Context: an optimization exercise on an open-source flow, tuned for small area and a short achievable clock period. The choices shown serve that exercise and are no tape-out recipe.
In this exercise RTL edits were held to simulation tests only and were not proved equivalent to the original.
Power and IR drop assume default switching activity.

File: constraint.sdc
create_clock -name core_clock -period 50.0 [get_ports {clk}]
set_input_delay 10.0000 -clock core_clock [delete_from_list [all_inputs] [get_ports {clk}]]
set_output_delay 10.0000 -clock core_clock [all_outputs]
set_load 0.01 [all_outputs]
File: config.mk
export PLATFORM = sky130hd
export DESIGN_NAME = latency_scoreboard
export DESIGN_NICKNAME = latency_scoreboard
export VERILOG_FILES = /design/flow/design.v
export SDC_FILE = /design/flow/constraint.sdc
export NUM_CORES = 4
export LEC_CHECK = 0
export CAP_MARGIN = 20
export CORE_MARGIN = 2
export CORE_UTILIZATION = 40
export PLACE_DENSITY = 0.6
export SLEW_MARGIN = 20
File: design.v
package latsc_pkg;
   typedef enum logic [2:0] {
      RD_LINE  = 3'd1,
      WR_LINE  = 3'd2,
      WR_THRU  = 3'd3,
      WR_FENCE = 3'd4,
      INTR     = 3'd5
   } req_type_e;
   localparam int TYPE_LSB   = 0;
   localparam int TYPE_WIDTH = 3;
   localparam int TID_WIDTH = 16;
   localparam int COUNT_WIDTH = 8;
   localparam int LAT_MIN_RD  = 10;
   localparam int LAT_MAX_RD  = 40;
   localparam int LAT_MIN_WR  = 8;
   localparam int LAT_MAX_WR  = 30;
   localparam int LAT_MIN_WT  = 6;
   localparam int LAT_MAX_WT  = 20;
   localparam int LAT_MIN_INT = 4;
   localparam int LAT_MAX_INT = 12;
   localparam int LAT_UNDEF   = 16;
   typedef enum logic [1:0] {
      SLOT_FREE,
      SLOT_COUNT,
      SLOT_READY
   } slot_state_e;
endpackage
`timescale 1ns/1ps
module latency_scoreboard #(
   parameter int          HDR_WIDTH      = 24,
   parameter int          DATA_WIDTH     = 32,
   parameter int          NUM_SLOTS      = 8,
   parameter int          IN_DEPTH_LOG2  = 5,
   parameter int          IN_FULL_THRESH = 24,
   parameter int          Q_DEPTH_LOG2   = 3,
   parameter int          Q_FULL_THRESH  = 5,
   parameter logic [15:0] LFSR_SEED      = 16'hACE1
) (
   input  logic                           clk,
   input  logic                           rst,
   input  logic [HDR_WIDTH-1:0]           meta_i,
   input  logic [DATA_WIDTH-1:0]          data_i,
   input  logic                           write_en_i,
   output logic [HDR_WIDTH-1:0]           meta_o,
   output logic [DATA_WIDTH-1:0]          data_o,
   output logic [latsc_pkg::TID_WIDTH-1:0] tid_o,
   output logic                           valid_o,
   input  logic                           read_en_i,
   output logic                           empty_o,
   output logic                           full_o,
   output logic                           overflow_o,
   output logic                           underflow_o,
   output logic [31:0]                    count_o
);
   localparam int DW = HDR_WIDTH + DATA_WIDTH;   
   localparam int TL = 7;                        
   localparam int SW = DW + TL;                  
   localparam int MD = 37;                       
   localparam int OD = 5;                        
   localparam int TP = DATA_WIDTH;               
   localparam logic [1:0] S_FREE  = 2'd0;
   localparam logic [1:0] S_COUNT = 2'd1;
   localparam logic [1:0] S_READY = 2'd2;
   localparam logic [1:0] F_PASS = 2'd0;
   localparam logic [1:0] F_WAIT = 2'd1;
   localparam logic [1:0] F_DONE = 2'd2;
   logic [15:0]         tid_q;
   logic [5:0]          in_cnt_q;
   logic                in_full, in_empty, wr_ok;
   logic                st_we_q;
   logic [DW-1:0]       st_data_q;
   logic [5:0]          wp_q, rp_q, sp_q;
   logic [TL-1:0]       sp_tid_q;
   logic [MD*DW-1:0]    mem_q;
   assign in_full  = in_cnt_q[5];
   assign in_empty = (in_cnt_q == 6'd0);
   assign wr_ok    = write_en_i && !in_full;
   always_ff @(posedge clk) begin
      st_data_q <= {meta_i, data_i};
      if (rst) st_we_q <= 1'b0;
      else     st_we_q <= wr_ok;
   end
   always_ff @(posedge clk) begin
      for (int i = 0; i < MD; i++)
         if (st_we_q && wp_q == 6'(i))
            mem_q[i*DW +: DW] <= st_data_q;
   end
   logic [2:0]    head_type;
   logic [DW-1:0] sp_word;
   always_comb begin
      head_type = '0;
      sp_word   = '0;
      for (int i = 0; i < MD; i++) begin
         head_type = head_type | ({3{rp_q == 6'(i)}} & mem_q[i*DW+TP +: 3]);
         sp_word   = sp_word   | ({DW{sp_q == 6'(i)}} & mem_q[i*DW +: DW]);
      end
   end
   logic [1:0] fst_q;
   logic       head_seen_q, push_q;
   logic       is_fence, pass_pop, fence_pop, in_pop;
   logic [2:0] q_cnt_q;
   logic       q_afull, q_empty, q_pop, q_valid_q;
   assign is_fence  = head_seen_q && (head_type == 3'd4);
   assign pass_pop  = (fst_q == F_PASS) && head_seen_q && !is_fence && !q_afull;
   assign fence_pop = (fst_q == F_DONE);
   assign in_pop    = pass_pop || fence_pop;
   assign q_afull = (q_cnt_q >= 3'd5);
   assign q_empty = (q_cnt_q == 3'd0);
   logic [1:0]    sst_q  [NUM_SLOTS];
   logic [5:0]    sctr_q [NUM_SLOTS];
   logic [SW-1:0] sword_q[NUM_SLOTS];
   logic [15:0]   lfsr_q;
   logic [2:0]    free_idx;
   logic          free_found;
   logic [3:0]    used;
   logic [2:0]    rdy_idx;
   logic          rdy_found;
   logic [2:0]    rr_q;
   logic          pop_valid_q;
   logic [2:0]    pop_idx_q;
   logic          out_wr;
   logic [2:0]    o_cnt_q;
   logic          o_afull, o_empty, rd_ok;
   assign o_afull = (o_cnt_q >= 3'd5);
   assign o_empty = (o_cnt_q == 3'd0);
   assign rd_ok   = read_en_i && !o_empty;
   always_comb begin
      free_found = 1'b0;
      free_idx   = '0;
      used       = '0;
      for (int i = NUM_SLOTS - 1; i >= 0; i--) begin
         if (sst_q[i] == S_FREE) begin
            free_found = 1'b1;
            free_idx   = 3'(i);
         end else begin
            used = used + 1'b1;
         end
      end
   end
   always_comb begin
      logic [2:0] idx;
      rdy_found = 1'b0;
      rdy_idx   = rr_q;
      for (int i = 1; i <= NUM_SLOTS; i++) begin
         idx = rr_q + 3'(i);
         if (!rdy_found && sst_q[idx] == S_READY && !(pop_valid_q && pop_idx_q == idx)) begin
            rdy_found = 1'b1;
            rdy_idx   = idx;
         end
      end
   end
   assign q_pop  = !q_empty && (used < 4'd7);
   assign out_wr = pop_valid_q && !o_afull;
   logic [6:0] m31_a;
   logic [5:0] m31_b;
   logic [4:0] m31;
   logic [5:0] m15_a;
   logic [4:0] m15_b;
   logic [3:0] m15;
   logic [7:0] m9_a;
   logic [6:0] m9_b;
   logic [3:0] m9;
   logic [9:0] m23_a;
   logic [8:0] m23_b;
   logic [7:0] m23_c;
   logic [4:0] m23;
   logic [5:0] new_delay;
   always_comb begin
      m31_a = 7'(lfsr_q[4:0]) + 7'(lfsr_q[9:5]) + 7'(lfsr_q[14:10]) + 7'(lfsr_q[15]);
      m31_b = 6'(m31_a[4:0]) + 6'(m31_a[6:5]);
      m31   = (m31_b >= 6'd31) ? 5'(m31_b - 6'd31) : m31_b[4:0];
      m15_a = 6'(lfsr_q[3:0]) + 6'(lfsr_q[7:4]) + 6'(lfsr_q[11:8]) + 6'(lfsr_q[15:12]);
      m15_b = 5'(m15_a[3:0]) + 5'(m15_a[5:4]);
      m15   = (m15_b >= 5'd15) ? 4'(m15_b - 5'd15) : m15_b[3:0];
      m9_a  = 8'(lfsr_q[5:0]) + 8'(lfsr_q[11:6]) + 8'(lfsr_q[15:12]);
      m9_b  = 7'(m9_a[5:0]) + 7'(m9_a[7:6]);
      m9    = 4'(m9_b % 7'd9);
      m23_a = 10'(lfsr_q[7:0]) + 10'(lfsr_q[15:8]) * 10'd3;
      m23_b = 9'(m23_a[7:0]) + 9'(m23_a[9:8]) * 9'd3;
      m23_c = 8'(9'(m23_b[7:0]) + 9'(m23_b[8]) * 9'd3);
      m23   = 5'(m23_c % 8'd23);
      case (sp_word[TP +: 3])
         3'd1:    new_delay = 6'd10 + 6'(m31);
         3'd2:    new_delay = 6'd8  + 6'(m23);
         3'd3:    new_delay = 6'd6  + 6'(m15);
         3'd5:    new_delay = 6'd4  + 6'(m9);
         default: new_delay = 6'd16;
      endcase
   end
   always_ff @(posedge clk) begin
      if (rst)
         lfsr_q <= LFSR_SEED;
      else
         lfsr_q <= {1'b0, lfsr_q[15:1]} ^ (lfsr_q[0] ? 16'hB400 : 16'h0000);
   end
   always_ff @(posedge clk) begin
      for (int i = 0; i < NUM_SLOTS; i++) begin
         if (rst) begin
            sst_q[i] <= S_FREE;
         end else begin
            case (sst_q[i])
               S_FREE:
                  if (q_valid_q && free_idx == 3'(i))
                     sst_q[i] <= S_COUNT;
               S_COUNT:
                  if (sctr_q[i] == '0)
                     sst_q[i] <= S_READY;
               S_READY:
                  if (out_wr && pop_idx_q == 3'(i))
                     sst_q[i] <= S_FREE;
               default: sst_q[i] <= S_FREE;
            endcase
         end
      end
   end
   always_ff @(posedge clk) begin
      for (int i = 0; i < NUM_SLOTS; i++) begin
         if (q_valid_q && free_idx == 3'(i) && sst_q[i] == S_FREE) begin
            sword_q[i] <= {sp_tid_q, sp_word};
            sctr_q[i]  <= new_delay;
         end else if (sst_q[i] == S_COUNT && sctr_q[i] != '0) begin
            sctr_q[i] <= sctr_q[i] - 1'b1;
         end
      end
   end
   always_ff @(posedge clk) begin
      if (rst) begin
         pop_valid_q <= 1'b0;
         pop_idx_q   <= '0;
         rr_q        <= '0;
      end else if (rdy_found && (!pop_valid_q || out_wr)) begin
         pop_valid_q <= 1'b1;
         pop_idx_q   <= rdy_idx;
         rr_q        <= rdy_idx;
      end else if (out_wr) begin
         pop_valid_q <= 1'b0;
      end
   end
   function automatic logic [5:0] inc_md(input logic [5:0] p);
      inc_md = (p == 6'(MD - 1)) ? 6'd0 : p + 6'd1;
   endfunction
   always_ff @(posedge clk) begin
      if (rst) begin
         tid_q       <= '0;
         in_cnt_q    <= '0;
         wp_q        <= '0;
         rp_q        <= '0;
         sp_q        <= '0;
         sp_tid_q    <= '0;
         fst_q       <= F_PASS;
         head_seen_q <= 1'b0;
         push_q      <= 1'b0;
         q_cnt_q     <= '0;
         q_valid_q   <= 1'b0;
      end else begin
         if (wr_ok)
            tid_q <= tid_q + 1'b1;
         case ({wr_ok, in_pop})
            2'b10:   in_cnt_q <= in_cnt_q + 1'b1;
            2'b01:   in_cnt_q <= in_cnt_q - 1'b1;
            default: in_cnt_q <= in_cnt_q;
         endcase
         if (st_we_q)
            wp_q <= inc_md(wp_q);
         if (in_pop)
            rp_q <= inc_md(rp_q);
         if (q_valid_q || fence_pop) begin
            sp_q     <= inc_md(sp_q);
            sp_tid_q <= sp_tid_q + 1'b1;
         end
         case (fst_q)
            F_PASS:  if (is_fence) fst_q <= F_WAIT;
            F_WAIT:  if (q_empty && !q_valid_q && used == '0 && o_empty) fst_q <= F_DONE;
            default: fst_q <= F_PASS;
         endcase
         head_seen_q <= !in_empty && !in_pop;
         push_q      <= pass_pop;
         case ({push_q, q_pop})
            2'b10:   q_cnt_q <= q_cnt_q + 1'b1;
            2'b01:   q_cnt_q <= q_cnt_q - 1'b1;
            default: q_cnt_q <= q_cnt_q;
         endcase
         q_valid_q <= q_pop;
      end
   end
   logic [OD*SW-1:0]      omem_q;
   logic [2:0]            owp_q, orp_q;
   logic [SW-1:0]         pop_word;
   logic [SW-1:0]         head_word;
   logic [TL-1:0]         head_tl;
   logic [5:0]            cnt_q;
   logic [5:0]            cnt_base;
   logic                  empty_q, full_q;
   logic [5:0]            in_cnt_base;
   always_comb begin
      pop_word = '0;
      for (int i = 0; i < NUM_SLOTS; i++)
         pop_word = pop_word | ({SW{pop_idx_q == 3'(i)}} & sword_q[i]);
      head_word = '0;
      for (int i = 0; i < OD; i++)
         head_word = head_word | ({SW{orp_q == 3'(i)}} & omem_q[i*SW +: SW]);
   end
   always_ff @(posedge clk) begin
      for (int i = 0; i < OD; i++)
         if (out_wr && owp_q == 3'(i))
            omem_q[i*SW +: SW] <= pop_word;
   end
   assign head_tl = head_word[DW +: TL];
   always_ff @(posedge clk) begin
      {meta_o, data_o} <= head_word[DW-1:0];
      tid_o            <= {tid_q[15:TL] - 9'(head_tl > tid_q[TL-1:0]), head_tl};
   end
   assign cnt_base    = cnt_q + 6'(push_q) + 6'(q_valid_q) - 6'(in_pop) - 6'(q_pop);
   assign in_cnt_base = in_cnt_q - 6'(in_pop);
   always_ff @(posedge clk) begin
      if (rst) begin
         owp_q       <= '0;
         orp_q       <= '0;
         o_cnt_q     <= '0;
         valid_o     <= 1'b0;
         overflow_o  <= 1'b0;
         underflow_o <= 1'b0;
         empty_q     <= 1'b1;
         full_q      <= 1'b0;
         cnt_q       <= '0;
      end else begin
         if (out_wr)
            owp_q <= (owp_q == 3'(OD - 1)) ? 3'd0 : owp_q + 3'd1;
         if (rd_ok)
            orp_q <= (orp_q == 3'(OD - 1)) ? 3'd0 : orp_q + 3'd1;
         case ({out_wr, rd_ok})
            2'b10:   o_cnt_q <= o_cnt_q + 1'b1;
            2'b01:   o_cnt_q <= o_cnt_q - 1'b1;
            default: o_cnt_q <= o_cnt_q;
         endcase
         case ({out_wr, rd_ok})
            2'b10:   empty_q <= 1'b0;
            2'b01:   empty_q <= (o_cnt_q == 3'd1);
            default: empty_q <= o_empty;
         endcase
         full_q      <= wr_ok ? (in_cnt_base >= 6'd23) : (in_cnt_base >= 6'd24);
         valid_o     <= rd_ok;
         overflow_o  <= write_en_i && in_full;
         underflow_o <= read_en_i && o_empty;
         case ({wr_ok, rd_ok})
            2'b10:   cnt_q <= cnt_base + 6'd1;
            2'b01:   cnt_q <= cnt_base - 6'd1;
            default: cnt_q <= cnt_base;
         endcase
      end
   end
   assign empty_o = empty_q;
   assign full_o  = full_q;
   assign count_o = 32'(cnt_q);
endmodule
File: run.sh
#!/bin/bash
# synth_recipe.tcl (not shown) runs the flow's synth.tcl, then flattens the netlist and writes it again
# the make line also repeats each setting of config.mk as NAME=value (left out here)
make -C /OpenROAD-flow-scripts/flow DESIGN_CONFIG=/design/flow/config.mk WORK_HOME=/design/flow/orfs CLKGATE_MAP_FILE= SYNTH_SCRIPT=/design/flow/synth_recipe.tcl finish
==> results.toml, run 1 <==
[power]
total_power_mw = 7.24
switching_share = 0.295
seqPwrFrac = 0.443
irDropWorstVdd_v = 0.0000583
power_switching_mw = 2.14
pwr-share-clk = 0.338
p_per_area_nw_per_um2 = 52.7
power_frac_comb = 0.219
cellInternalPower_mw = 5.10
leakage_nw = 44.2

[placed_design]
dp_hpwl_mm = 201
dpl.cell_count = 10921
pre_cts_ws_ns = 36.75
gp_congestion = 0.875
place.port_buffers = 142

[global_routing]
grt_antenna_before_repair = 15
grt_first_pass_wirelength_mm = 537
grt_start_max_net_pins = 82
grt_pass1_vias = 69368
grt-ovfl-total = 0
grt.total_usage = 0.248

[finish]
finalNonFillerCells = 11530
drive_gt1_frac = 0.111
utilization = 0.459
fillerInstances = 25278
syn_to_final_growth_pct = 14.4
nets = 7546

[clock_tree]
path_clk_slew_ns = 0.05
cts.sinks = 3179
cts_resized = 0
cts-root-buf = "clkbuf_16"
postCtsSetupRepairBufs = 0
numCtsBuffers = 333
cts_buffer_depth = 4
ctsHoldBuffers = 0
clock_latency_ns = 0.94
htree_num_levels = 5
cts_tree = "built"

[logic_synthesis]
synth_area_leader_cell = "edfxtp_1"
synth_top_area_share = 0.735
yosys_warnings = 4
synth_cells = 7061
seq_area_frac_synth = 0.775
synth_edf_count = 2939
synthTopCellsByArea = "edfxtp_1, a22oi_1, dfxtp_1, a222oi_1, ha_1"
synth_area_um2 = 120000
async_flop_share = 0
synthFlopType = "edfxtp_1"
postSynthAreaPerCell_um2 = 17.0
synth.distinct_cells = 95
synth_seq_cells = 3179

[timing]
tightest_slew_ns = 1.20
fin_skew_ns = 0.103
setup_violations = 0
tns_ns = 0
finalCritPeriodShare = 0.247
rsz0062_at_grt = "false"
fmax_mhz = 80.9
finalCriticalPeriod_ns = 12.36
hold_viol_final = 0
slew-limit-headroom = 0.202
slew_viol_final = 0
fin_ws_ns = 37.64

[min_path]
min_path_type = "reg2reg"
whs_path_depth = 2

[worst_setup_path]
reg2reg_depth = 48
path_max_fanout = 7
cp.required_ns = 50.78
critPathLaunchType = "primary input"
end_kind = "flop"
cp.arrival_ns = 13.15
path_class = "in2reg"

[floorplanning]
dieArea_um2 = 305000
io_pins = 169
die_width_um = 552
std_cell_rows = 201
core_area_um2 = 299000
initial_core_util = 0.401
die_h_um = 552

[detailed_routing]
ant_nets = 0
wl_per_cell_um = 33.6
routed_wl_mm = 388
via_count = 72914
drt_iter0_markers = 12693
drc = 0
viasPerCell = 6.32
first_pass_iters = 9

[status]
status = "finished clean"

[run]
cap_violations = 0
==> Yosys cell counts, drive strengths merged, types with 66 or more instances <==
cell type  instances
mux2i             96
o21ai             90
clkbuf           323
a221o             66
ha               148
a21oi            126
buf               99
nor3              91
edfxtp          2939
nand3            129
inv              119
nand4            219
xnor2             70
nor2             256
xor2              81
dfxtp            240
a221oi           150
a22o             147
a222oi           219
a22oi            812
nand2            184
==> kinds of logic (layout without fill, tap and decap cells) <==
group                      count (synthesis)  after routing  share of synthesized area
DFF                                     3179           3179                      0.775
AOI/OAI and AO/OA                       1770           1770                      0.116
and+or+nand+nor                         1107           1107                     0.0469
buffers and inverters                    542           1021                     0.0178
adders and majority gates                187            187                     0.0219
xor gates and xnor gates                 153            153                     0.0120
muxes                                    122            122                     0.0105
other                                      1             33                  0.0000312
==> stage by stage <==
| stage | instance area (um2) | hold slack (ns) |
|---|---|---|
| after floorplan | 120000 | 0.418 |
| after global placement | 127000 | 0.434 |
| after detailed placement | 127000 | 0.443 |
| after CTS | 137000 | 0.458 |
| after global routing | 137000 | 0.474 |
| final | 137000 | 0.450 |
==> final cells by class <==
type                       count  area [um2]  area share
inverter                     120         462     0.00336
clock buffer                 440        9130      0.0664
timing repair buffer         300        2750      0.0200
antenna                        7        17.5    0.000127
multi-input combinational   3365       25400       0.185
clock inverter               161        1610      0.0117
sequential                  3179       93100       0.678
tap                         3958        4950      0.0360
==> worst max-delay path, cell delays in order <==
cell             delay, ns
clkdlybuf4s50_1       0.53
nor2b_1               0.45
inv_1                 0.19
ha_1                  0.33
ha_1                  0.29
nor2b_1               0.13
o21ai_0               0.16
nand2b_1              0.11
a21o_1                0.19
a21oi_1               0.18
xnor2_1               0.10
or3_1                 0.34
a21oi_1               0.14
==> routing by layer <==
layer  GRT usage  routed length, um
met5           0                 29
met4      0.0765              13000
met3      0.0567              48400
met2       0.393             178000
met1       0.341             149000
==> path summary, 6_finish.rpt <==
kind | start | end | slack, ns
setup / recovery | write_en_i | cnt_q[5]$_SDFF_PP0_ | 37.64
hold / removal | omem_q[158]$_DFFE_PP_ | meta_o[0]$_DFF_P_ | 0.45
hold reg to reg | omem_q[158]$_DFFE_PP_ | meta_o[0]$_DFF_P_ | 0.45
setup reg to reg | lfsr_q[9]$_SDFF_PP0_ | sctr_q[5][4]$_DFFE_PP_ | 38.36
==> layout by cell type (no fill, tap or decap), types with 28 or more instances in the layout <==
cell                n
nand3_1           129
a221o_1            66
and2_4             46
inv_1             111
clkdlybuf4s50_1   141
a22o_1            147
nor2b_1            30
mux2i_1            95
a22oi_1           812
dfxtp_2            56
a222oi_1          219
nor3_1             90
dfxtp_1           184
nor2_1            228
o21ai_0            82
edfxtp_1         2939
clkinv_1           62
buf_4             147
ha_1              142
fa_1               39
a221oi_1          149
nor2_4             28
xor2_1             78
nand4_1           219
a21oi_1           126
xnor2_1            68
clkbuf_16         343
nor4_1             30
nand2_1           184
clkbuf_1           79
clkinv_2           44
==> power groups by stage <==
stage	combinational, mW	sequential, mW	clock (mW)
floorplan	1.00	3.26	0
global placement	1.53	3.26	0
detailed placement	1.56	3.27	0
CTS	1.57	3.21	2.47
global route	1.73	3.22	2.57
finish	1.59	3.21	2.45
==> state kept, by name, indices dropped and copies added, names as in the netlist, 3 cells and up <==
register and cells:
sp_tid_q 7, o_cnt_q 3, rp_q 6, sctr_q 48, lfsr_q 16, in_cnt_q 6
omem_q 315, data_o 32, pop_idx_q 3, q_cnt_q 3, st_data_q 56, orp_q 3
mem_q 2072, owp_q 3, sp_q 6, wp_q 6, tid_q 16, meta_o 24
sword_q 504, cnt_q 6, sst_q 16, tid_o 16
==> run 2: changes to the inputs <==
--- a/design.v
+++ b/design.v
@@ -28,2 +28,36 @@
 `timescale 1ns/1ps
+module latsc_sel2 #(
+   parameter int          W = 1,
+   parameter logic [W-1:0] R = '0
+) (
+   input  logic         rst,
+   input  logic         s,
+   input  logic [W-1:0] a1,
+   input  logic [W-1:0] a0,
+   output logic [W-1:0] y
+);
+   assign y = rst ? R : (s ? a1 : a0);
+endmodule
+module latsc_sel3 #(
+   parameter int W = 1
+) (
+   input  logic         rst,
+   input  logic         up,
+   input  logic         dn,
+   input  logic [W-1:0] a_up,
+   input  logic [W-1:0] a_0,
+   input  logic [W-1:0] a_dn,
+   output logic [W-1:0] y
+);
+   always_comb begin
+      if (rst)
+         y = '0;
+      else case ({up, dn})
+         2'b10:   y = a_up;
+         2'b01:   y = a_dn;
+         default: y = a_0;
+      endcase
+   end
+endmodule
+`timescale 1ns/1ps
 module latency_scoreboard #(
@@ -69,4 +103,2 @@
    logic                in_full, in_empty, wr_ok;
-   logic                st_we_q;
-   logic [DW-1:0]       st_data_q;
    logic [5:0]          wp_q, rp_q, sp_q;
@@ -78,10 +110,5 @@
    always_ff @(posedge clk) begin
-      st_data_q <= {meta_i, data_i};
-      if (rst) st_we_q <= 1'b0;
-      else     st_we_q <= wr_ok;
-   end
-   always_ff @(posedge clk) begin
       for (int i = 0; i < MD; i++)
-         if (st_we_q && wp_q == 6'(i))
-            mem_q[i*DW +: DW] <= st_data_q;
+         if (!in_full && wp_q == 6'(i))
+            mem_q[i*DW +: DW] <= {meta_i, data_i};
    end
@@ -153,35 +180,51 @@
    assign out_wr = pop_valid_q && !o_afull;
-   logic [6:0] m31_a;
-   logic [5:0] m31_b;
-   logic [4:0] m31;
-   logic [5:0] m15_a;
-   logic [4:0] m15_b;
-   logic [3:0] m15;
-   logic [7:0] m9_a;
-   logic [6:0] m9_b;
-   logic [3:0] m9;
-   logic [9:0] m23_a;
-   logic [8:0] m23_b;
-   logic [7:0] m23_c;
-   logic [4:0] m23;
-   logic [5:0] new_delay;
+   logic [15:0] lfsr_nx;
+   logic [6:0]  m31_a;
+   logic [5:0]  m31_b;
+   logic [4:0]  m31;
+   logic [5:0]  m15_a;
+   logic [4:0]  m15_b;
+   logic [3:0]  m15;
+   logic [5:0]  m9_a;
+   logic [3:0]  m9;
+   logic [6:0]  m23_a;
+   logic [5:0]  m23_b;
+   logic [4:0]  m23;
+   logic [5:0]  dly_rd_q, dly_wr_q, dly_wt_q, dly_int_q;
+   logic [5:0]  new_delay;
+   assign lfsr_nx = {1'b0, lfsr_q[15:1]} ^ (lfsr_q[0] ? 16'hB400 : 16'h0000);
    always_comb begin
-      m31_a = 7'(lfsr_q[4:0]) + 7'(lfsr_q[9:5]) + 7'(lfsr_q[14:10]) + 7'(lfsr_q[15]);
+      m31_a = 7'(lfsr_nx[4:0]) + 7'(lfsr_nx[9:5]) + 7'(lfsr_nx[14:10]) + 7'(lfsr_nx[15]);
       m31_b = 6'(m31_a[4:0]) + 6'(m31_a[6:5]);
       m31   = (m31_b >= 6'd31) ? 5'(m31_b - 6'd31) : m31_b[4:0];
-      m15_a = 6'(lfsr_q[3:0]) + 6'(lfsr_q[7:4]) + 6'(lfsr_q[11:8]) + 6'(lfsr_q[15:12]);
+      m15_a = 6'(lfsr_nx[3:0]) + 6'(lfsr_nx[7:4]) + 6'(lfsr_nx[11:8]) + 6'(lfsr_nx[15:12]);
       m15_b = 5'(m15_a[3:0]) + 5'(m15_a[5:4]);
       m15   = (m15_b >= 5'd15) ? 4'(m15_b - 5'd15) : m15_b[3:0];
-      m9_a  = 8'(lfsr_q[5:0]) + 8'(lfsr_q[11:6]) + 8'(lfsr_q[15:12]);
-      m9_b  = 7'(m9_a[5:0]) + 7'(m9_a[7:6]);
-      m9    = 4'(m9_b % 7'd9);
-      m23_a = 10'(lfsr_q[7:0]) + 10'(lfsr_q[15:8]) * 10'd3;
-      m23_b = 9'(m23_a[7:0]) + 9'(m23_a[9:8]) * 9'd3;
-      m23_c = 8'(9'(m23_b[7:0]) + 9'(m23_b[8]) * 9'd3);
-      m23   = 5'(m23_c % 8'd23);
+      m9_a  = 6'd18 + 6'(lfsr_nx[2:0]) + 6'(lfsr_nx[8:6]) + 6'(lfsr_nx[14:12])
+            - 6'(lfsr_nx[5:3]) - 6'(lfsr_nx[11:9]) - 6'(lfsr_nx[15]);
+      if      (m9_a >= 6'd36) m9 = 4'(m9_a - 6'd36);
+      else if (m9_a >= 6'd27) m9 = 4'(m9_a - 6'd27);
+      else if (m9_a >= 6'd18) m9 = 4'(m9_a - 6'd18);
+      else if (m9_a >= 6'd9)  m9 = 4'(m9_a - 6'd9);
+      else                    m9 = m9_a[3:0];
+      m23_a = 7'(lfsr_nx[4:0]) + 7'(lfsr_nx[15:11]) + 7'(lfsr_nx[10:8]) * 7'd3
+            + 7'(lfsr_nx[6:5]) * 7'd9 + (lfsr_nx[7] ? 7'd13 : 7'd0);
+      m23_b = 6'(m23_a[4:0]) + 6'(m23_a[6:5]) * 6'd9;
+      if      (m23_b >= 6'd46) m23 = 5'(m23_b - 6'd46);
+      else if (m23_b >= 6'd23) m23 = 5'(m23_b - 6'd23);
+      else                     m23 = m23_b[4:0];
+   end
+   always_ff @(posedge clk) begin
+      lfsr_q    <= rst ? LFSR_SEED : lfsr_nx;
+      dly_rd_q  <= 6'd10 + 6'(m31);
+      dly_wr_q  <= 6'd8  + 6'(m23);
+      dly_wt_q  <= 6'd6  + 6'(m15);
+      dly_int_q <= 6'd4  + 6'(m9);
+   end
+   always_comb begin
       case (sp_word[TP +: 3])
-         3'd1:    new_delay = 6'd10 + 6'(m31);
-         3'd2:    new_delay = 6'd8  + 6'(m23);
-         3'd3:    new_delay = 6'd6  + 6'(m15);
-         3'd5:    new_delay = 6'd4  + 6'(m9);
+         3'd1:    new_delay = dly_rd_q;
+         3'd2:    new_delay = dly_wr_q;
+         3'd3:    new_delay = dly_wt_q;
+         3'd5:    new_delay = dly_int_q;
          default: new_delay = 6'd16;
@@ -190,8 +233,2 @@
    always_ff @(posedge clk) begin
-      if (rst)
-         lfsr_q <= LFSR_SEED;
-      else
-         lfsr_q <= {1'b0, lfsr_q[15:1]} ^ (lfsr_q[0] ? 16'hB400 : 16'h0000);
-   end
-   always_ff @(posedge clk) begin
       for (int i = 0; i < NUM_SLOTS; i++) begin
@@ -244,3 +281,2 @@
          tid_q       <= '0;
-         in_cnt_q    <= '0;
          wp_q        <= '0;
@@ -257,8 +293,3 @@
             tid_q <= tid_q + 1'b1;
-         case ({wr_ok, in_pop})
-            2'b10:   in_cnt_q <= in_cnt_q + 1'b1;
-            2'b01:   in_cnt_q <= in_cnt_q - 1'b1;
-            default: in_cnt_q <= in_cnt_q;
-         endcase
-         if (st_we_q)
+         if (wr_ok)
             wp_q <= inc_md(wp_q);
@@ -314,2 +345,25 @@
    assign in_cnt_base = in_cnt_q - 6'(in_pop);
+   logic [2:0] o_base;
+   logic [5:0] in_cnt_nx, cnt_nx;
+   logic [2:0] o_cnt_nx;
+   logic       empty_nx, full_nx;
+   assign o_base = o_cnt_q + 3'(out_wr);
+   latsc_sel2 #(.W(6), .R(6'd0)) u_in_cnt_nx (
+      .rst(rst), .s(wr_ok), .a1(in_cnt_base + 6'd1), .a0(in_cnt_base), .y(in_cnt_nx));
+   latsc_sel2 #(.W(1), .R(1'b0)) u_full_nx (
+      .rst(rst), .s(wr_ok), .a1(in_cnt_base >= 6'd23), .a0(in_cnt_base >= 6'd24), .y(full_nx));
+   latsc_sel2 #(.W(3), .R(3'd0)) u_o_cnt_nx (
+      .rst(rst), .s(rd_ok), .a1(o_base - 3'd1), .a0(o_base), .y(o_cnt_nx));
+   latsc_sel2 #(.W(1), .R(1'b1)) u_empty_nx (
+      .rst(rst), .s(rd_ok), .a1(o_base == 3'd1), .a0(o_base == 3'd0), .y(empty_nx));
+   latsc_sel3 #(.W(6)) u_cnt_nx (
+      .rst(rst), .up(wr_ok), .dn(rd_ok),
+      .a_up(cnt_base + 6'd1), .a_0(cnt_base), .a_dn(cnt_base - 6'd1), .y(cnt_nx));
+   always_ff @(posedge clk) begin
+      in_cnt_q <= in_cnt_nx;
+      full_q   <= full_nx;
+      o_cnt_q  <= o_cnt_nx;
+      empty_q  <= empty_nx;
+      cnt_q    <= cnt_nx;
+   end
    always_ff @(posedge clk) begin
@@ -318,3 +372,2 @@
          orp_q       <= '0;
-         o_cnt_q     <= '0;
          valid_o     <= 1'b0;
@@ -322,5 +375,2 @@
          underflow_o <= 1'b0;
-         empty_q     <= 1'b1;
-         full_q      <= 1'b0;
-         cnt_q       <= '0;
       end else begin
@@ -330,13 +380,2 @@
             orp_q <= (orp_q == 3'(OD - 1)) ? 3'd0 : orp_q + 3'd1;
-         case ({out_wr, rd_ok})
-            2'b10:   o_cnt_q <= o_cnt_q + 1'b1;
-            2'b01:   o_cnt_q <= o_cnt_q - 1'b1;
-            default: o_cnt_q <= o_cnt_q;
-         endcase
-         case ({out_wr, rd_ok})
-            2'b10:   empty_q <= 1'b0;
-            2'b01:   empty_q <= (o_cnt_q == 3'd1);
-            default: empty_q <= o_empty;
-         endcase
-         full_q      <= wr_ok ? (in_cnt_base >= 6'd23) : (in_cnt_base >= 6'd24);
          valid_o     <= rd_ok;
@@ -344,7 +383,2 @@
          underflow_o <= read_en_i && o_empty;
-         case ({wr_ok, rd_ok})
-            2'b10:   cnt_q <= cnt_base + 6'd1;
-            2'b01:   cnt_q <= cnt_base - 6'd1;
-            default: cnt_q <= cnt_base;
-         endcase
       end
--- a/config.mk
+++ b/config.mk
@@ -12 +12,3 @@
 export SLEW_MARGIN = 20
+export SYNTH_HIERARCHICAL = 1
+export SYNTH_MINIMUM_KEEP_SIZE = 0
==> results.toml, run 2 <==
[floorplanning]
die_h_um = 551
std_cell_rows = 200
dieArea_um2 = 303000
die_width_um = 551
initial_core_util = 0.402
core_area_um2 = 297000
io_pins = 169

[logic_synthesis]
synth_adder_area_share = 0.0233
postSynthAreaPerCell_um2 = 16.8
yosys_warnings = 11
synth_area_um2 = 120000
synth_top_family_by_area = "compound AO/OA/AOI/OAI gates"
synth.distinct_cells = 90
synth_cells = 7124
synth_area_leader_cell = "edfxtp_1"
async_flop_share = 0
synthTopCellsByArea = "edfxtp_1, a22oi_1, dfxtp_1, ha_1, nand4_1"
synth-simple-area-share = 0.0532
synth_xor_area_frac = 0.0108
synth_top_area_share = 0.738
synthFlopType = "edfxtp_1"
synth_top_cells_by_count = "edfxtp_1, a22oi_1, clkbuf_1"
synth_seq_cells = 3144
seq_area_frac_synth = 0.773
synth_mux_area_frac = 0.0118
synth_compound_area_frac = 0.109
synth_edf_count = 2939
yosysMostFrequentCell = "edfxtp_1"

[detailed_routing]
wl_per_cell_um = 34.0
viasPerCell = 6.32
ant_nets = 0
drc = 0
via_count = 73223
drt_iter0_markers = 11734
routed_wl_mm = 394
first_pass_iters = 7

[min_path]
min_path_type = "reg2reg"

[placed_design]
pre_cts_ws_ns = 37.67
dp_hpwl_mm = 204
place_area_um2 = 126000
place.port_buffers = 142
gp_congestion = 0.895

[power]
p_per_area_nw_per_um2 = 50.1
leakage_nw = 43.4
irDropWorstVdd_v = 0.0000375
total_power_mw = 6.82

[timing]
rsz0062_at_grt = "false"
finalCriticalPeriod_ns = 11.83
tightest_slew_ns = 1.24
fin_skew_ns = 0.0829
hold_viol_final = 0
fin_ws_ns = 38.17
fmax_mhz = 84.5
finalCritPeriodShare = 0.237
tns_ns = 0
setup_violations = 0
slew-limit-headroom = 0.172
slew_viol_final = 0

[finish]
top_register = "mem_q"
final_common_cell = "edfxtp_1"
drive_gt1_frac = 0.111
largest_reg_flops = 2072
fin_area_um2 = 136000
nets = 7640
top_regs = "mem_q x2072, sword_q x504, omem_q x315"
final_cell_mix = "edfxtp_1, a22oi_1, clkbuf_16"
syn_to_final_growth_pct = 13.9

[clock_tree]
cts_resized = 0
numCtsBuffers = 317
cts_tree = "built"
htree_num_levels = 5
path_clk_slew_ns = 0.05
clock_latency_ns = 0.90
postCtsSetupRepairBufs = 0
cts-root-buf = "clkbuf_16"
cts_buffer_depth = 4
cts.sinks = 3144
ctsHoldBuffers = 0

[global_routing]
grt_pass1_vias = 69084
grt_start_max_net_pins = 65
grt_antenna_before_repair = 45
grt.total_usage = 0.254
grt-ovfl-total = 0
grt_first_pass_wirelength_mm = 542

[worst_setup_path]
crit_buf_inv = 1
critPathLaunchType = "flop"
path_max_fanout = 3
end_kind = "output pin"
slowest_delay_ns = 0.62
cpMaxStageDelayCell = "clkdlybuf4s50_1"
cp_top_family = "buffers and inverters"
path_class = "reg2out"
crit_path_cell_trace = "clkdlybuf4s50_1"
cp.required_ns = 40.00
cp.arrival_ns = 1.83

[run]
cap_violations = 0

[status]
status = "finished clean"
## run 2: cell families (layout without fill, tap and decap cells)
kind of cell	after synthesis	after routing
compound gates	1714	1714
xor+xnor	142	142
fa+ha+maj	198	198
buf+inv	563	1036
flops	3144	3144
mux	134	134
other cells	1	45
simple gates	1228	1228
## run 2: routing by layer
metal	vias up	global-route usage	wire, um	share of wire
met5	-	0	162	0.00041
li1	29508	-	-	-
met1	37674	0.349	149000	0.38
met4	28	0.0982	16700	0.042
met2	5020	0.397	180000	0.46
met3	993	0.0500	48700	0.12
## run 2: cell type report
type / count / area, um2
fillers: 25212 / 161000
flip-flops and latches: 3144 / 92400
multi-input cells: 3442 / 25600
clock buffers: 398 / 8410
well taps: 3939 / 4930
repair buffers: 320 / 2580
clock inverters: 160 / 1660
inverters: 158 / 598
diodes: 19 / 47.5
## run 2: per-stage QoR
step,utilization,hold slack [ns],cells
final,0.458,0.456,11580
after detailed placement,0.425,0.438,11001
after global placement,0.425,0.429,11001
after CTS,0.459,0.454,11559
after floorplan,-,0.418,7149
after global routing,0.458,0.494,11569
## run 2: report_power, final
part | leakage [nW] | total, mW | internal, mW | switching, mW
Combinational | 10.2 | 1.31 | 0.419 | 0.890
Clock | 4.93 | 2.34 | 1.35 | 0.989
Sequential | 28.2 | 3.18 | 3.13 | 0.0446
Total | 43.4 | 6.82 | 4.90 | 1.92
## run 2: path summary, 6_finish.rpt
path | start | end | slack [ns] | depth (start not counted)
setup / recovery | cnt_q[4]$_DFF_P_ | count_o[4] | 38.17 | 1
setup reg to reg | sst_q[6][0]$_SDFFE_PP0P_ | cnt_q[5]$_DFF_P_ | 42.37 | 31
hold / removal | omem_q[95]$_DFFE_PP_ | meta_o[0]$_DFF_P_ | 0.46 | 2
hold reg to reg | omem_q[95]$_DFFE_PP_ | meta_o[0]$_DFF_P_ | 0.46 | 2
==> run 3: changes to the inputs <==
--- a/config.mk
+++ b/config.mk
@@ -9,4 +9,6 @@
 export CORE_MARGIN = 2
-export CORE_UTILIZATION = 40
-export PLACE_DENSITY = 0.6
+export CORE_UTILIZATION = 55
+export CTS_CLUSTER_DIAMETER = 100
+export CTS_CLUSTER_SIZE = 25
+export PLACE_DENSITY = 0.7
 export SLEW_MARGIN = 20
==> results.toml, run 3 <==
[worst_setup_path]
end_kind = "output pin"
path_class = "reg2out"
critPathLaunchType = "flop"
crit_buf_inv = 1
cp.required_ns = 40.00
slowest_delay_ns = 0.55
cp_top_family = "buffers and inverters"
path_max_fanout = 3
crit_path_cell_trace = "clkdlybuf4s50_1"
cpMaxStageDelayCell = "clkdlybuf4s50_1"
cp.arrival_ns = 1.78

[logic_synthesis]
synth_top_area_share = 0.738
synth_area_leader_cell = "edfxtp_1"
synth.distinct_cells = 90
synth_xor_area_frac = 0.0108
synth_top_cells_by_count = "edfxtp_1, a22oi_1, clkbuf_1"
yosysMostFrequentCell = "edfxtp_1"
synth_edf_count = 2939
synth_cells = 7124
synth_compound_area_frac = 0.109
synth-simple-area-share = 0.0532
async_flop_share = 0
synthTopCellsByArea = "edfxtp_1, a22oi_1, dfxtp_1, ha_1, nand4_1"
synth_mux_area_frac = 0.0118
seq_area_frac_synth = 0.773
synth_top_family_by_area = "compound AO/OA/AOI/OAI gates"
postSynthAreaPerCell_um2 = 16.8
synth_area_um2 = 120000
synth_adder_area_share = 0.0233
yosys_warnings = 11
synthFlopType = "edfxtp_1"
synth_seq_cells = 3144

[finish]
nets = 7467
final_common_cell = "edfxtp_1"
top_register = "mem_q"
final_cell_mix = "edfxtp_1, a22oi_1, nand3_1"
top_regs = "mem_q x2072, sword_q x504, omem_q x315"
largest_reg_flops = 2072
finalNonFillerCells = 10137
syn_to_final_growth_pct = 7.84
fin_area_um2 = 129000
drive_gt1_frac = 0.0789

[global_routing]
grt.total_usage = 0.331
grt_start_max_net_pins = 73
grt_pass1_vias = 67517
grt_antenna_before_repair = 36
grt_first_pass_wirelength_mm = 515
grt-ovfl-total = 0

[status]
status = "finished clean"

[clock_tree]
cts_resized = 0
cts_tree = "built"
clock_latency_ns = 0.87
cts_buffer_depth = 3
postCtsSetupRepairBufs = 0
path_clk_slew_ns = 0.09
ctsHoldBuffers = 0
cts.sinks = 3144
htree_num_levels = 4
cts-root-buf = "clkbuf_16"
numCtsBuffers = 147

[timing]
tns_ns = 0
setup_violations = 0
whs_ns = 0.450
fmax_mhz = 84.9
finalCriticalPeriod_ns = 11.78
hold_viol_final = 0
slew_viol_final = 0
tightest_slew_ns = 1.20
fin_skew_ns = 0.0416
slew-limit-headroom = 0.200
finalCritPeriodShare = 0.236
rsz0062_at_grt = "false"

[power]
seqPwrFrac = 0.544
p_per_area_nw_per_um2 = 45.3
leakage_nw = 40.5
power_frac_comb = 0.224
switching_share = 0.295
cellInternalPower_mw = 4.11
pwr-share-clk = 0.233
irDropWorstVdd_v = 0.0000497
total_power_mw = 5.83
power_switching_mw = 1.72

[floorplanning]
initial_core_util = 0.552
die_width_um = 470
io_pins = 169
core_area_um2 = 217000
std_cell_rows = 171
dieArea_um2 = 221000
die_h_um = 470

[detailed_routing]
wl_per_cell_um = 36.8
routed_wl_mm = 373
first_pass_iters = 7
ant_nets = 0
via_count = 72008
drc = 0
viasPerCell = 7.10
drt_iter0_markers = 12976

[placed_design]
dp_hpwl_mm = 199
gp_congestion = 0.944
place.port_buffers = 142
place_area_um2 = 125000
dpl.cell_count = 9914

[run]
cap_violations = 0

[min_path]
min_path_type = "reg2reg"
==> run 3: cell type report <==
class / count / area, um2
flip-flops and latches: 3144 / 92400
clock inverters: 21 / 251
diodes: 21 / 52.6
multi-input cells: 3442 / 25600
clock buffers: 180 / 3910
fillers: 15789 / 87600
well taps: 2854 / 3570
repair buffers: 317 / 2610
inverters: 158 / 598
==> run 3: path summary, 6_finish.rpt <==
kind                             from           endpoint  slack [ns]  depth (start not counted)
min              omem_q[66]$_DFFE_PP_  data_o[3]$_DFF_P_        0.45                          2
min reg2reg      omem_q[66]$_DFFE_PP_  data_o[3]$_DFF_P_        0.45                          2
max                  cnt_q[4]$_DFF_P_         count_o[4]       38.22                          1
max reg2reg  sst_q[6][0]$_SDFFE_PP0P_   cnt_q[5]$_DFF_P_       42.18                         31
==> run 3: cells by family after synthesis <==
| logic type | after synthesis |
|---|---|
| DFF | 3144 |
| AOI/OAI and AO/OA | 1714 |
| and+or+nand+nor | 1228 |
| buffers and inverters | 563 |
| adders and majority gates | 198 |
| xor gates and xnor gates | 142 |
| muxes | 134 |
| other | 1 |
==> run 3: stage by stage <==
| stage | util | setup slack, ns |
|---|---|---|
| floorplan | - | 38.45 |
| global placement | 0.577 | 37.89 |
| detailed placement | 0.577 | 37.85 |
| CTS | 0.596 | 38.16 |
| global route | 0.595 | 38.14 |
| finish | 0.595 | 38.22 |
==> run 3: power by group through the flow <==
stage,registers (mW),clock network [mW],logic [mW]
after global placement,3.23,0,1.24
after global routing,3.18,1.45,1.41
after floorplan,3.23,0,0.758
after CTS,3.17,1.36,1.28
final,3.17,1.36,1.30
after detailed placement,3.23,0,1.27
==> run 3: routing by layer <==
layer  GRT usage  wire length, um  part of all wire
met5           0               70           0.00019
met4       0.159            20300             0.054
met2       0.518           171000              0.46
met3      0.0713            51200              0.14
met1       0.444           131000              0.35
==> run 4: changes to the inputs <==
--- a/design.v
+++ b/design.v
@@ -92,3 +92,3 @@
    localparam int MD = 37;                       
-   localparam int OD = 5;                        
+   localparam int OD = 4;                        
    localparam int TP = DATA_WIDTH;               
@@ -257,4 +257,4 @@
             sctr_q[i]  <= new_delay;
-         end else if (sst_q[i] == S_COUNT && sctr_q[i] != '0) begin
-            sctr_q[i] <= sctr_q[i] - 1'b1;
+         end else begin
+            sctr_q[i]  <= sctr_q[i] - 1'b1;
          end
@@ -317,3 +317,6 @@
    logic [OD*SW-1:0]      omem_q;
-   logic [2:0]            owp_q, orp_q;
+   logic [1:0]            owp_q, orp_q;
+   logic                  r_live_q;
+   logic [2:0]            m_cnt;
+   logic                  r_load;
    logic [SW-1:0]         pop_word;
@@ -331,3 +334,3 @@
       for (int i = 0; i < OD; i++)
-         head_word = head_word | ({SW{orp_q == 3'(i)}} & omem_q[i*SW +: SW]);
+         head_word = head_word | ({SW{orp_q == 2'(i)}} & omem_q[i*SW +: SW]);
    end
@@ -335,3 +338,3 @@
       for (int i = 0; i < OD; i++)
-         if (out_wr && owp_q == 3'(i))
+         if (out_wr && owp_q == 2'(i))
             omem_q[i*SW +: SW] <= pop_word;
@@ -339,5 +342,9 @@
    assign head_tl = head_word[DW +: TL];
+   assign m_cnt  = o_cnt_q - 3'(r_live_q);
+   assign r_load = !r_live_q && (m_cnt != 3'd0);
    always_ff @(posedge clk) begin
-      {meta_o, data_o} <= head_word[DW-1:0];
-      tid_o            <= {tid_q[15:TL] - 9'(head_tl > tid_q[TL-1:0]), head_tl};
+      if (r_load) begin
+         {meta_o, data_o} <= head_word[DW-1:0];
+         tid_o            <= {tid_q[15:TL] - 9'(head_tl > tid_q[TL-1:0]), head_tl};
+      end
    end
@@ -372,2 +379,3 @@
          orp_q       <= '0;
+         r_live_q    <= 1'b0;
          valid_o     <= 1'b0;
@@ -377,5 +385,6 @@
          if (out_wr)
-            owp_q <= (owp_q == 3'(OD - 1)) ? 3'd0 : owp_q + 3'd1;
-         if (rd_ok)
-            orp_q <= (orp_q == 3'(OD - 1)) ? 3'd0 : orp_q + 3'd1;
+            owp_q <= owp_q + 2'd1;
+         if (r_load)
+            orp_q <= orp_q + 2'd1;
+         r_live_q <= !rd_ok && (r_live_q || m_cnt != 3'd0);
          valid_o     <= rd_ok;
==> flow/run.sh (new file) <==
#!/bin/bash
# Layout flow: the standard ORFS flow (standard.sh, all stages from the
# standard synthesis to finish), with one change: the port buffers that
# buffer_ports inserts at placement are sky130_fd_sc_hd__buf_4 instead of the
# default cell, so the fixed I/O delays are not lengthened by slow buffers.
# ORFS writes each step's log under orfs/logs; make's own output goes to
# flow_make.log in the work folder.
set -euo pipefail
cd "$(dirname "$0")/.."
export BUFFER_PORTS_ARGS="-buffer_cell sky130_fd_sc_hd__buf_4"
bash standard.sh finish > flow_make.log 2>&1
==> standard.sh (new file) <==
#!/bin/bash
# synth_recipe.tcl (not shown) runs the flow's synth.tcl, then flattens the netlist and writes it again
# the make line also repeats each setting of config.mk as NAME=value (left out here)
make -C /OpenROAD-flow-scripts/flow DESIGN_CONFIG=/design/flow/config.mk WORK_HOME=/design/flow/orfs CLKGATE_MAP_FILE= SYNTH_SCRIPT=/design/flow/synth_recipe.tcl "${@:-finish}"
removed: run.sh
==> results.toml, run 4 <==
[logic_synthesis]
synth_area_leader_cell = "edfxtp_1"
synth_top_cells_by_count = "edfxtp_1, a22oi_1, nand2_1"
synth_mux_area_frac = 0.0114
async_flop_share = 0
synth_adder_area_share = 0.0242
synth_top_area_share = 0.742
synth_area_um2 = 117000
synth_xor_area_frac = 0.0108
synth_seq_cells = 3080
yosys_warnings = 11
synth.distinct_cells = 90
seq_area_frac_synth = 0.773
synth_cells = 6973
synthFlopType = "edfxtp_1"
synth_edf_count = 2900
synth_compound_area_frac = 0.109
synth_top_family_by_area = "compound AO/OA/AOI/OAI gates"
synthTopCellsByArea = "edfxtp_1, a22oi_1, dfxtp_1, ha_1, a222oi_1"
yosysMostFrequentCell = "edfxtp_1"
postSynthAreaPerCell_um2 = 16.8
synth-simple-area-share = 0.0521

[power]
p_per_area_nw_per_um2 = 49.2
leakage_nw = 41.2
irDropWorstVdd_v = 0.0000551
total_power_mw = 6.21

[finish]
seqCellArea_um2 = 90700
largest_reg_flops = 2072
drive_gt1_frac = 0.0866
nets = 7286
syn_to_final_growth_pct = 7.46
top_register = "mem_q"
top_regs = "mem_q x2072, sword_q x504, omem_q x252"
fillerInstances = 15308
multiInputGateArea_um2 = 24900
final_common_cell = "edfxtp_1"
final_cell_mix = "edfxtp_1, a22oi_1, nand2_1"

[timing]
fin_skew_ns = 0.0444
rsz0062_at_grt = "false"
finalCriticalPeriod_ns = 11.47
finalCritPeriodShare = 0.229
tightest_slew_ns = 1.22
whs_ns = 0.467
slew-limit-headroom = 0.190
fmax_mhz = 87.2
hold_viol_final = 0
setup_violations = 0
tns_ns = 0
slew_viol_final = 0

[clock_tree]
cts_resized = 0
postCtsSetupRepairBufs = 0
cts_buffer_depth = 3
cts-root-buf = "clkbuf_16"
htree_num_levels = 4
clock_latency_ns = 0.87
cts_tree = "built"
numCtsBuffers = 145
path_clk_slew_ns = 0.10
cts.sinks = 3080
ctsHoldBuffers = 0

[worst_setup_path]
path_max_fanout = 4
cp_num_cells = 1
reg2reg_depth = 30
cp.required_ns = 40.00
r2r_end = "cnt_q[4]$_DFF_P_"
cp_top_family = "flip-flops"
crit_buf_inv = 1
path_class = "reg2out"
slowest_delay_ns = 0.46
cpMaxStageDelayCell = "dfxtp_1"
end_kind = "output pin"
critPathLaunchType = "flop"
crit_path_cell_trace = "buf_4"
reg2reg_from = "sst_q[7][1]$_SDFFE_PP0P_"
critPathLaunch = "cnt_q[2]$_DFF_P_"
rrSetupSlack_ns = 42.41
cp.arrival_ns = 1.47
crit_path_end = "count_o[2]"

[detailed_routing]
ant_nets = 0
via_count = 70465
wl_per_cell_um = 36.0
routed_wl_mm = 357
drc = 0
drt_iter0_markers = 13308
viasPerCell = 7.12
first_pass_iters = 28

[floorplanning]
initial_core_util = 0.553
dieArea_um2 = 217000
io_pins = 169
die_width_um = 466
core_area_um2 = 212000
std_cell_rows = 169
die_h_um = 466

[global_routing]
grt-ovfl-total = 0
grt_antenna_before_repair = 26
grt.total_usage = 0.323
grt_start_max_net_pins = 76
grt_first_pass_wirelength_mm = 495
grt_pass1_vias = 65669

[run]
cap_violations = 0

[placed_design]
dp_hpwl_mm = 183
place.port_buffers = 142
gp_congestion = 0.886

[min_path]
min_path_type = "reg2reg"

[status]
status = "finished clean"
[run 4: routing by layer]
metal | routed length [um] | up-vias | GRT usage
li1 | - | 28207 | -
met1 | 124000 | 35251 | 0.445
met2 | 162000 | 5843 | 0.498
met3 | 52700 | 1150 | 0.0745
met4 | 18500 | 14 | 0.140
met5 | 89 | - | 0
[run 4: through the flow]
stage	cell area [um2]	utilization	instances	setup WS (ns)
after CTS	126000	0.594	9885	38.47
after detailed placement	122000	0.575	9698	38.23
after floorplan	117000	-	6998	38.45
after global placement	122000	0.575	9698	38.25
final	126000	0.594	9899	38.53
after global routing	126000	0.594	9893	38.47
[run 4: worst min-delay path by stage]
stage                            from                   end  cells past startpoint
3_3_place_gp     sctr_q[1][0]$_DFF_P_  sctr_q[1][0]$_DFF_P_                      1
6_report         sctr_q[4][0]$_DFF_P_  sctr_q[4][0]$_DFF_P_                      1
2_1_floorplan  head_seen_q$_SDFF_PP0_     push_q$_SDFF_PP0_                      2
4_1_cts          sctr_q[4][0]$_DFF_P_  sctr_q[4][0]$_DFF_P_                      1
3_5_place_dp     sctr_q[1][0]$_DFF_P_  sctr_q[1][0]$_DFF_P_                      1
5_1_grt          sctr_q[1][0]$_DFF_P_  sctr_q[1][0]$_DFF_P_                      1
[run 4: report_power, final]
| group | internal, mW | switching (mW) |
|---|---|---|
| combinational | 0.533 | 1.10 |
| clock | 0.564 | 0.776 |
| sequential | 3.17 | 0.0651 |
[run 4: final cells by class]
type	instances	area share
Clock inverter	23	0.00260
Antenna cell	13	0.000258
Timing Repair Buffer	295	0.0178
Clock buffer	164	0.0302
Inverter	147	0.00443
Tap cell	2821	0.0280
Multi-Input combinational cell	3356	0.197
Sequential cell	3080	0.719
[run 4: cells by family after synthesis]
logic type / after synthesis
DFF: 3080
AOI/OAI and AO/OA: 1648
and+or+nand+nor: 1209
buffers and inverters: 562
adders and majority gates: 202
xor gates and xnor gates: 142
muxes: 129
other: 1
==> run 5: changes to the inputs <==
--- a/design.v
+++ b/design.v
@@ -278,6 +278,14 @@
    endfunction
+   logic [15:0] tid_nx;
+   logic [5:0]  wp_nx;
+   latsc_sel2 #(.W(16), .R(16'd0)) u_tid_nx (
+      .rst(rst), .s(wr_ok), .a1(tid_q + 16'd1), .a0(tid_q), .y(tid_nx));
+   latsc_sel2 #(.W(6), .R(6'd0)) u_wp_nx (
+      .rst(rst), .s(wr_ok), .a1(inc_md(wp_q)), .a0(wp_q), .y(wp_nx));
+   always_ff @(posedge clk) begin
+      tid_q <= tid_nx;
+      wp_q  <= wp_nx;
+   end
    always_ff @(posedge clk) begin
       if (rst) begin
-         tid_q       <= '0;
-         wp_q        <= '0;
          rp_q        <= '0;
@@ -291,6 +299,2 @@
       end else begin
-         if (wr_ok)
-            tid_q <= tid_q + 1'b1;
-         if (wr_ok)
-            wp_q <= inc_md(wp_q);
          if (in_pop)
==> results.toml, run 5 <==
[finish]
final_cell_mix = "edfxtp_1, a22oi_1, nand2_1"
top_regs = "mem_q x2072, sword_q x504, omem_q x252"
fin_area_um2 = 126000
fillerInstances = 15625
multiInputGateArea_um2 = 25000
final_common_cell = "edfxtp_1"
syn_to_final_growth_pct = 7.08
top_register = "mem_q"
largest_reg_flops = 2072
seqCellArea_um2 = 90700
drive_gt1_frac = 0.0843
nets = 7301

[clock_tree]
path_clk_slew_ns = 0.10
cts.sinks = 3080
clock_latency_ns = 0.86
ctsHoldBuffers = 0
cts-root-buf = "clkbuf_16"
cts_buffer_depth = 3
numCtsBuffers = 143
cts_tree = "built"
postCtsSetupRepairBufs = 0
htree_num_levels = 4
cts_resized = 0

[floorplanning]
std_cell_rows = 169
core_area_um2 = 212000
die_width_um = 466
die_h_um = 466
initial_core_util = 0.554
dieArea_um2 = 218000
io_pins = 169

[run]
cap_violations = 0

[detailed_routing]
drc = 0
viasPerCell = 7.07
via_count = 70043
drt_iter0_markers = 12564
routed_wl_mm = 354
first_pass_iters = 10
wl_per_cell_um = 35.8
ant_nets = 0

[logic_synthesis]
async_flop_share = 0
synth-simple-area-share = 0.0526
yosysMostFrequentCell = "edfxtp_1"
synthFlopType = "edfxtp_1"
synth.distinct_cells = 94
postSynthAreaPerCell_um2 = 16.8
synth_mux_area_frac = 0.0128
yosys_warnings = 11
seq_area_frac_synth = 0.771
synth_area_um2 = 118000
synthTopCellsByArea = "edfxtp_1, a22oi_1, dfxtp_1, ha_1, a222oi_1"
synth_adder_area_share = 0.0240
synth_area_leader_cell = "edfxtp_1"
synth_top_cells_by_count = "edfxtp_1, a22oi_1, nand2_1"
synth_top_area_share = 0.740
synth_xor_area_frac = 0.0104
synth_top_family_by_area = "compound AO/OA/AOI/OAI gates"
synth_seq_cells = 3080
synth_compound_area_frac = 0.109
synth_edf_count = 2900
synth_cells = 7009

[worst_setup_path]
slowest_delay_ns = 0.43
critPathLaunch = "cnt_q[2]$_DFF_P_"
cp_top_family = "flip-flops"
end_kind = "output pin"
cpMaxStageDelayCell = "dfxtp_1"
rrSetupSlack_ns = 42.36
cp.required_ns = 40.00
cp.arrival_ns = 1.42
path_max_fanout = 4
crit_buf_inv = 1
crit_path_cell_trace = "buf_4"
path_class = "reg2out"
reg2reg_from = "sst_q[7][0]$_SDFFE_PP0P_"
critPathLaunchType = "flop"

[timing]
tns_ns = 0
fin_skew_ns = 0.0456
slew-limit-headroom = 0.195
finalCriticalPeriod_ns = 11.42
whs_ns = 0.469
slew_viol_final = 0
finalCritPeriodShare = 0.228
rsz0062_at_grt = "false"
tightest_slew_ns = 1.21
setup_violations = 0
fmax_mhz = 87.5
hold_viol_final = 0

[power]
p_per_area_nw_per_um2 = 49.5
irDropWorstVdd_v = 0.0000573
leakage_nw = 40.7
power_frac_comb = 0.268
switching_share = 0.311
power_switching_mw = 1.94
seqPwrFrac = 0.523
cellInternalPower_mw = 4.29
pwr-share-clk = 0.209
total_power_mw = 6.23

[global_routing]
grt.total_usage = 0.319
grt_antenna_before_repair = 26
grt_pass1_vias = 64639
grt-ovfl-total = 0
grt_start_max_net_pins = 99
grt_first_pass_wirelength_mm = 490

[placed_design]
dp_hpwl_mm = 179
place_area_um2 = 122000
gp_congestion = 0.897
place.port_buffers = 142

[min_path]
min_path_type = "reg2reg"
holdCritStartpoint = "sctr_q[3][0]$_DFF_P_"

[status]
status = "finished clean"
run 5: cell types whose count changed after synthesis, moves of 16 or more:
cell      previous run  this run
a22oi_1           1037      1064
nor2_1             226       201
a222oi_1           176       155
and3_1              35        51
mux2i_1            114       133
run 5: layout make-up:
cell class                      instances  share of cell area
Inverter                              158             0.00476
Clock inverter                         13             0.00120
Sequential cell                      3080               0.720
Clock buffer                          159              0.0297
Multi-Input combinational cell       3374               0.199
Antenna cell                           15            0.000298
Timing Repair Buffer                  284              0.0170
Tap cell                             2821              0.0280
run 5: worst paths after layout:
| check | to | cells past startpoint |
|---|---|---|
| max | count_o[2] | 1 |
| min reg2reg | sctr_q[3][0]$_DFF_P_ | 1 |
| max reg2reg | cnt_q[5]$_DFF_P_ | 34 |
| min | sctr_q[3][0]$_DFF_P_ | 1 |
run 5: logic make-up (layout without fill, tap and decap cells):
kind of cell             after synthesis  in the layout
AO/OA/AOI/OAI                       1660           1660
flip-flops                          3080           3080
adder cells (fa/ha/maj)              201            201
buffers and inverters                580            614
AND/OR/NAND/NOR                     1203           1203
multiplexers                         148            148
other                                  1             41
XOR/XNOR                             136            136
run 5: power groups by stage:
stage | Clock [mW] | Sequential, mW | Combinational [mW]
floorplan | 0 | 3.32 | 1.05
global placement | 0 | 3.30 | 1.60
detailed placement | 0 | 3.31 | 1.64
CTS | 1.31 | 3.26 | 1.65
global route | 1.39 | 3.27 | 1.82
finish | 1.30 | 3.26 | 1.67
run 5: through the flow:
stage | std cells | setup slack [ns] | utilization
finish | 9904 | 38.58 | 0.593
global route | 9901 | 38.51 | 0.593
CTS | 9889 | 38.50 | 0.593
detailed placement | 9717 | 38.22 | 0.575
global placement | 9717 | 38.24 | 0.575
floorplan | 7034 | 38.67 | -
run 5: layer usage:
| metal | global-route usage | share of wire | vias to the layer above |
|---|---|---|---|
| li1 | - | - | 28248 |
| met4 | 0.138 | 0.052 | 16 |
| met2 | 0.491 | 0.45 | 5781 |
| met3 | 0.0797 | 0.15 | 1041 |
| met1 | 0.435 | 0.34 | 34957 |
| met5 | 0 | 0.00039 | - |

[afterwards: timing with drivers on the ports]
The results above use ideal ports. As a check the final layouts listed here were re-extracted and re-timed, cells and wires unchanged.
Step 1 assumes that a clkbuf_16 drives the clock port and a buf_2 every other input.
Step 2 also shifts input and output timing later by t, the mid clock arrival at the registers, as if the neighbouring blocks saw the same clock.
Three values: ideal, step 1, step 2; two values: the first two.
| run | t (ns) | slack for setup (ns) | clock arrival spread, ns |
|---|---|---|---|
| run 1 | 0.999 | 37.638 / 37.718 / 36.719 | 0.103 / 0.104 |
| run 2 | 0.966 | 38.169 / 38.063 / 37.601 | 0.085 / 0.085 |
| run 3 | 0.941 | 38.221 / 38.127 / 37.887 | 0.055 / 0.055 |
| run 4 | 0.942 | 38.532 / 38.438 / 38.241 | 0.053 / 0.053 |
| run 5 | 0.938 | 38.577 / 38.473 / 38.231 | 0.048 / 0.048 |
After both steps setup and hold are still met in every run listed. The setup slack of run 1, which loses most, moves by +0.080 ns with the drivers and by -0.919 ns with both steps.
